This is an optimization exercise on Yosys and OpenROAD, whose aim is small area, a short achievable clock period and few clock cycles per item, not a production implementation.
RTL that was checked went through simulation tests only; none was proved equivalent to the original.

// sparse_top
module sparse_top #(
  parameter int LANES     = sparse_cfg_pkg::LANES_DEF,
  parameter int DATA_W    = sparse_cfg_pkg::DATA_W_DEF,
  parameter int ACC_W     = sparse_cfg_pkg::ACC_W_DEF,
  parameter int OUT_SHIFT = sparse_cfg_pkg::SHIFT_DEF
) (
  input  logic                    clk,
  input  logic                    rst_n,
  input  logic [LANES*DATA_W-1:0] weights_in,
  input  logic                    weights_valid,
  output logic                    weights_ready,
  input  logic [LANES*DATA_W-1:0] act_packed,
  input  logic [LANES-1:0]        act_mask,
  input  logic                    act_last,
  input  logic                    act_valid,
  output logic                    act_ready,
  output logic [LANES*DATA_W-1:0] out_packed,
  output logic [LANES-1:0]        out_mask,
  output logic                    out_valid,
  input  logic                    out_ready
);
export LEC_CHECK = 0
export CAP_MARGIN = 20
export CORE_MARGIN = 2
export CORE_UTILIZATION = 40
export SETUP_SLACK_MARGIN = 4
export SLEW_MARGIN = 20
create_clock -name core_clock -period 7.0 [get_ports {clk}]
run.sh (not shown) runs the stock make flow with config.mk's settings and CLKGATE_MAP_FILE= SYNTH_SCRIPT=/design/flow/synth_recipe.tcl, a recipe that flattens the netlist after the stock synthesis.
Then changed:
SETUP_SLACK_MARGIN = 3   (was 4)
Result: Setup slack degrades by 380 ps. Die area stays the same. Wire length went down by 11%. Final area is lower by 11%. Global-route usage shrinks by 1.8 points. Fmax fell by 10%. Utilization falls by 5.8 points.
Then changed:
ABC_AREA = 1   (was default)
SETUP_SLACK_MARGIN = 3.5   (was 3)
Outcome: The new run completed without violations. Clock-buffer cell count falls by 1. Area after synthesis rises by about 11%. Setup slack is better by 560 ps. Maximum frequency rises by 17%.
Then changed:
SETUP_SLACK_MARGIN = 3   (was 3.5)
Outcome:
- area after synthesis does not change
- cell count is about the same
- core utilization hardly moves
- worst hold slack is about the same
- worst setup slack got worse by 280 ps
Then changed:
SETUP_SLACK_MARGIN = 4   (was 3)
Effect: Cell area increases by 6.3%. Wire length is higher by 6.7%. Utilization rose by 2.8 points. Worst setup slack gets better by 440 ps. Area after synthesis is unchanged. Die area does not change. Synthesized cell count does not change.
No run of this note included a check of the RTL's function; only the layout flow was run.

== run A ==
Another version of the RTL of sparse_top (not shown whole).
Size in the first run: roughly 2,100 cells after synthesis, ~310 flip-flops, roughly 23,000 um^2 of cells after synthesis.
export LEC_CHECK = 0
export CAP_MARGIN = 20
export CORE_MARGIN = 2
export CORE_UTILIZATION = 40
export SETUP_SLACK_MARGIN = 4
export SLEW_MARGIN = 20
create_clock -name core_clock -period 7.0 [get_ports {clk}]
Testbench counts of run A, summed over its fixed seeds: cycles 11,168, groups 2,400.
## Diff of input files: run B against run A
Settings: swapping 4 for 3 in SETUP_SLACK_MARGIN.
==> results.txt <==
- In summary, run B completed successfully, with a layout that passed the timing, DRC and antenna checks.
- The final layout from run A, which completed every stage, passed the timing, DRC and antenna checks at the end of the flow.
- Changes observed in run B relative to run A: portion of the clock cycle consumed by the worst path in the final layout saw an increase, wire length saw a decrease.
- In run B the slack of the worst reg-to-reg path turned out 0.23 ns lower than in run A.
- Run B against run A; number of cells in the finished layout apart from fillers is down by a few percent.
- Of run B and run A, the lower global-route usage belongs to run B.

Another version of the RTL of sparse_top (not shown whole).
For scale: ~2800 cells after synthesis, about 330 flip-flops, ~110 I/O pins, roughly 0.025 sq mm of cells after synthesis.
clock: 7.0 ns
lec_check: 0
abc_area: 1
cap_margin: 20
core_margin: 2
core_utilization: 50
cts_cluster_diameter: 250
cts_cluster_size: 25
setup_slack_margin: 3.8
slew_margin: 20
The baseline went through all stages and came out clean.
Testbench counts at the start, summed over its fixed seeds: cycles 11,168, groups 2,400.
Then changed:
CORE_UTILIZATION = 40   (was 50)
CTS_CLUSTER_DIAMETER = not set   (was 250)
CTS_CLUSTER_SIZE = not set   (was 25)
Effect: Hold slack got worse by 0.034 ns. Area after synthesis is unchanged. Critical path depth goes up by 6.

sparse_top again, from the RTL that the note above started with.
Settings: LEC_CHECK=0, ABC_AREA=1, CAP_MARGIN=20, CORE_MARGIN=2, CORE_UTILIZATION=40, SETUP_SLACK_MARGIN=4.3, SLEW_MARGIN=20; clock period 7.0 ns.
Testbench counts at the start, summed over its fixed seeds: cycles 11,168, groups 2,400.
Next try:
--- a/flow/config.mk
+++ b/flow/config.mk
@@ -11,2 +11,4 @@
-export CORE_UTILIZATION = 40
-export SETUP_SLACK_MARGIN = 4.3
+export CORE_UTILIZATION = 50
+export CTS_CLUSTER_DIAMETER = 171
+export CTS_CLUSTER_SIZE = 20
+export SETUP_SLACK_MARGIN = 3.8
What happened: The changed run finished with timing, DRC and antenna clean. Sequential share of layout area rose by 4.1 points. Via count drops by about 4%. Core utilization went up by 5.6 points.
Next try:
--- a/flow/config.mk
+++ b/flow/config.mk
@@ -8 +7,0 @@
-export ABC_AREA = 1
@@ -11,4 +10,2 @@
-export CORE_UTILIZATION = 50
-export CTS_CLUSTER_DIAMETER = 171
-export CTS_CLUSTER_SIZE = 20
-export SETUP_SLACK_MARGIN = 3.8
+export CORE_UTILIZATION = 40
+export SETUP_SLACK_MARGIN = 4
After rerunning: The changed run produced a clean layout. Count of clock-buffer cells in the layout rises by 22. Via count went up by a few percent.
Next try:
--- a/flow/config.mk
+++ b/flow/config.mk
@@ -7,0 +8 @@
+export ABC_AREA = 1
@@ -11 +12 @@
-export SETUP_SLACK_MARGIN = 4
+export SETUP_SLACK_MARGIN = 3.6
The new run ran to the end with no violations; fmax goes up by roughly a tenth; synthesized cell count is higher by a little under a tenth; die area fell slightly; worst setup slack improves by 420 ps; final cell count is higher by a few percent; critical path depth goes up by 1.

Setup of rev 12:
RTL: one of the versions met above, not the one the previous note started from.
Size in the first run: roughly 310 flip-flops, about 110 I/O pins, about 0.024 mm² of cells after synthesis.
clock: 7.0 ns
lec_check: 0
cap_margin: 20
core_margin: 2
core_utilization: 60
setup_slack_margin: 4
slew_margin: 20
Here is what was changed in the inputs of rev 13 compared with rev 12.
- CORE_UTILIZATION: 60 -> 40
- SETUP_SLACK_MARGIN: 4 -> 4.5
- ABC_AREA: unset -> 1
Findings:
Rev 13 against rev 12: final RePlAce weighted congestion fell 5.7%; number of clock buffers in the layout rose 11%. Cmp rev 13 and rev 12 / number of nets in the finished design / lower: rev 12.
Function was not checked in any run of this note: the RTL went through the layout flow alone.

-- what the ideal ports hide --
No port has a modelled driver above. Below, the same layouts with a new extraction and two added sets of constraints.
Step 1 assumes that a clkbuf_16 drives the clock port and a buf_2 every other input.
Step 2, shift: input delay + t, output delay - t, t = (earliest + latest rising clock arrival at the registers) / 2. This alone moves slack from input paths to output paths.
Three values: no drivers, after step 1, after step 2; two values: the first two.
| run | shift t [ns] | setup slack, ns | hold WS [ns] | worst setup path at the end |
|---|---|---|---|---|
| the first run of note 1 | 0.625 | 3.528 / 3.528 / 3.459 | 0.426 / 0.426 / 0.426 | input to register |
| the second run of note 1 | 0.611 | 3.143 / 3.143 / 2.581 | 0.426 / 0.426 / 0.426 | input to register |
| the third run of note 1 | 0.623 | 3.698 / 3.728 / 3.108 | 0.412 / 0.412 / 0.412 | input to register |
| the fourth run of note 1 | 0.622 | 3.415 / 3.415 / 2.926 | 0.412 / 0.412 / 0.412 | input to register |
| the fifth run of note 1 | 0.627 | 3.860 / 3.860 / 3.556 | 0.421 / 0.421 / 0.421 | input to register |
| run A | 0.601 | 3.397 / 3.397 / 3.397 | 0.425 / 0.425 / 0.425 | register to register |
| run B | 0.601 | 3.169 / 3.169 / 2.868 | 0.418 / 0.418 / 0.418 | input to register |
| the first run of note 3 | 0.593 | 3.954 / 3.954 / 3.411 | 0.454 / 0.454 / 0.454 | input to register |
| the second run of note 3 | 0.619 | 3.923 / 3.923 / 3.361 | 0.420 / 0.420 / 0.420 | input to register |
| the first run of note 4 | 0.613 | 4.085 / 4.085 / 3.848 | 0.422 / 0.422 / 0.422 | input to register |
| the second run of note 4 | 0.611 | 3.922 / 3.922 / 3.430 | 0.441 / 0.441 / 0.441 | input to register |
| the third run of note 4 | 0.617 | 3.380 / 3.380 / 3.380 | 0.420 / 0.420 / 0.420 | register to register |
| the fourth run of note 4 | 0.615 | 3.799 / 3.799 / 3.308 | 0.426 / 0.426 / 0.426 | input to register |
| rev 12 | 0.599 | 3.477 / 3.477 / 3.477 | 0.424 / 0.424 / 0.424 | register to register |
| rev 13 | 0.630 | 3.804 / 3.804 / 3.804 | 0.451 / 0.451 / 0.451 | register to register |
After both steps setup and hold are still met in every run listed. The setup slack of the third run of note 1, which loses most, moves by +0.030 ns with the drivers and by -0.590 ns with both steps.
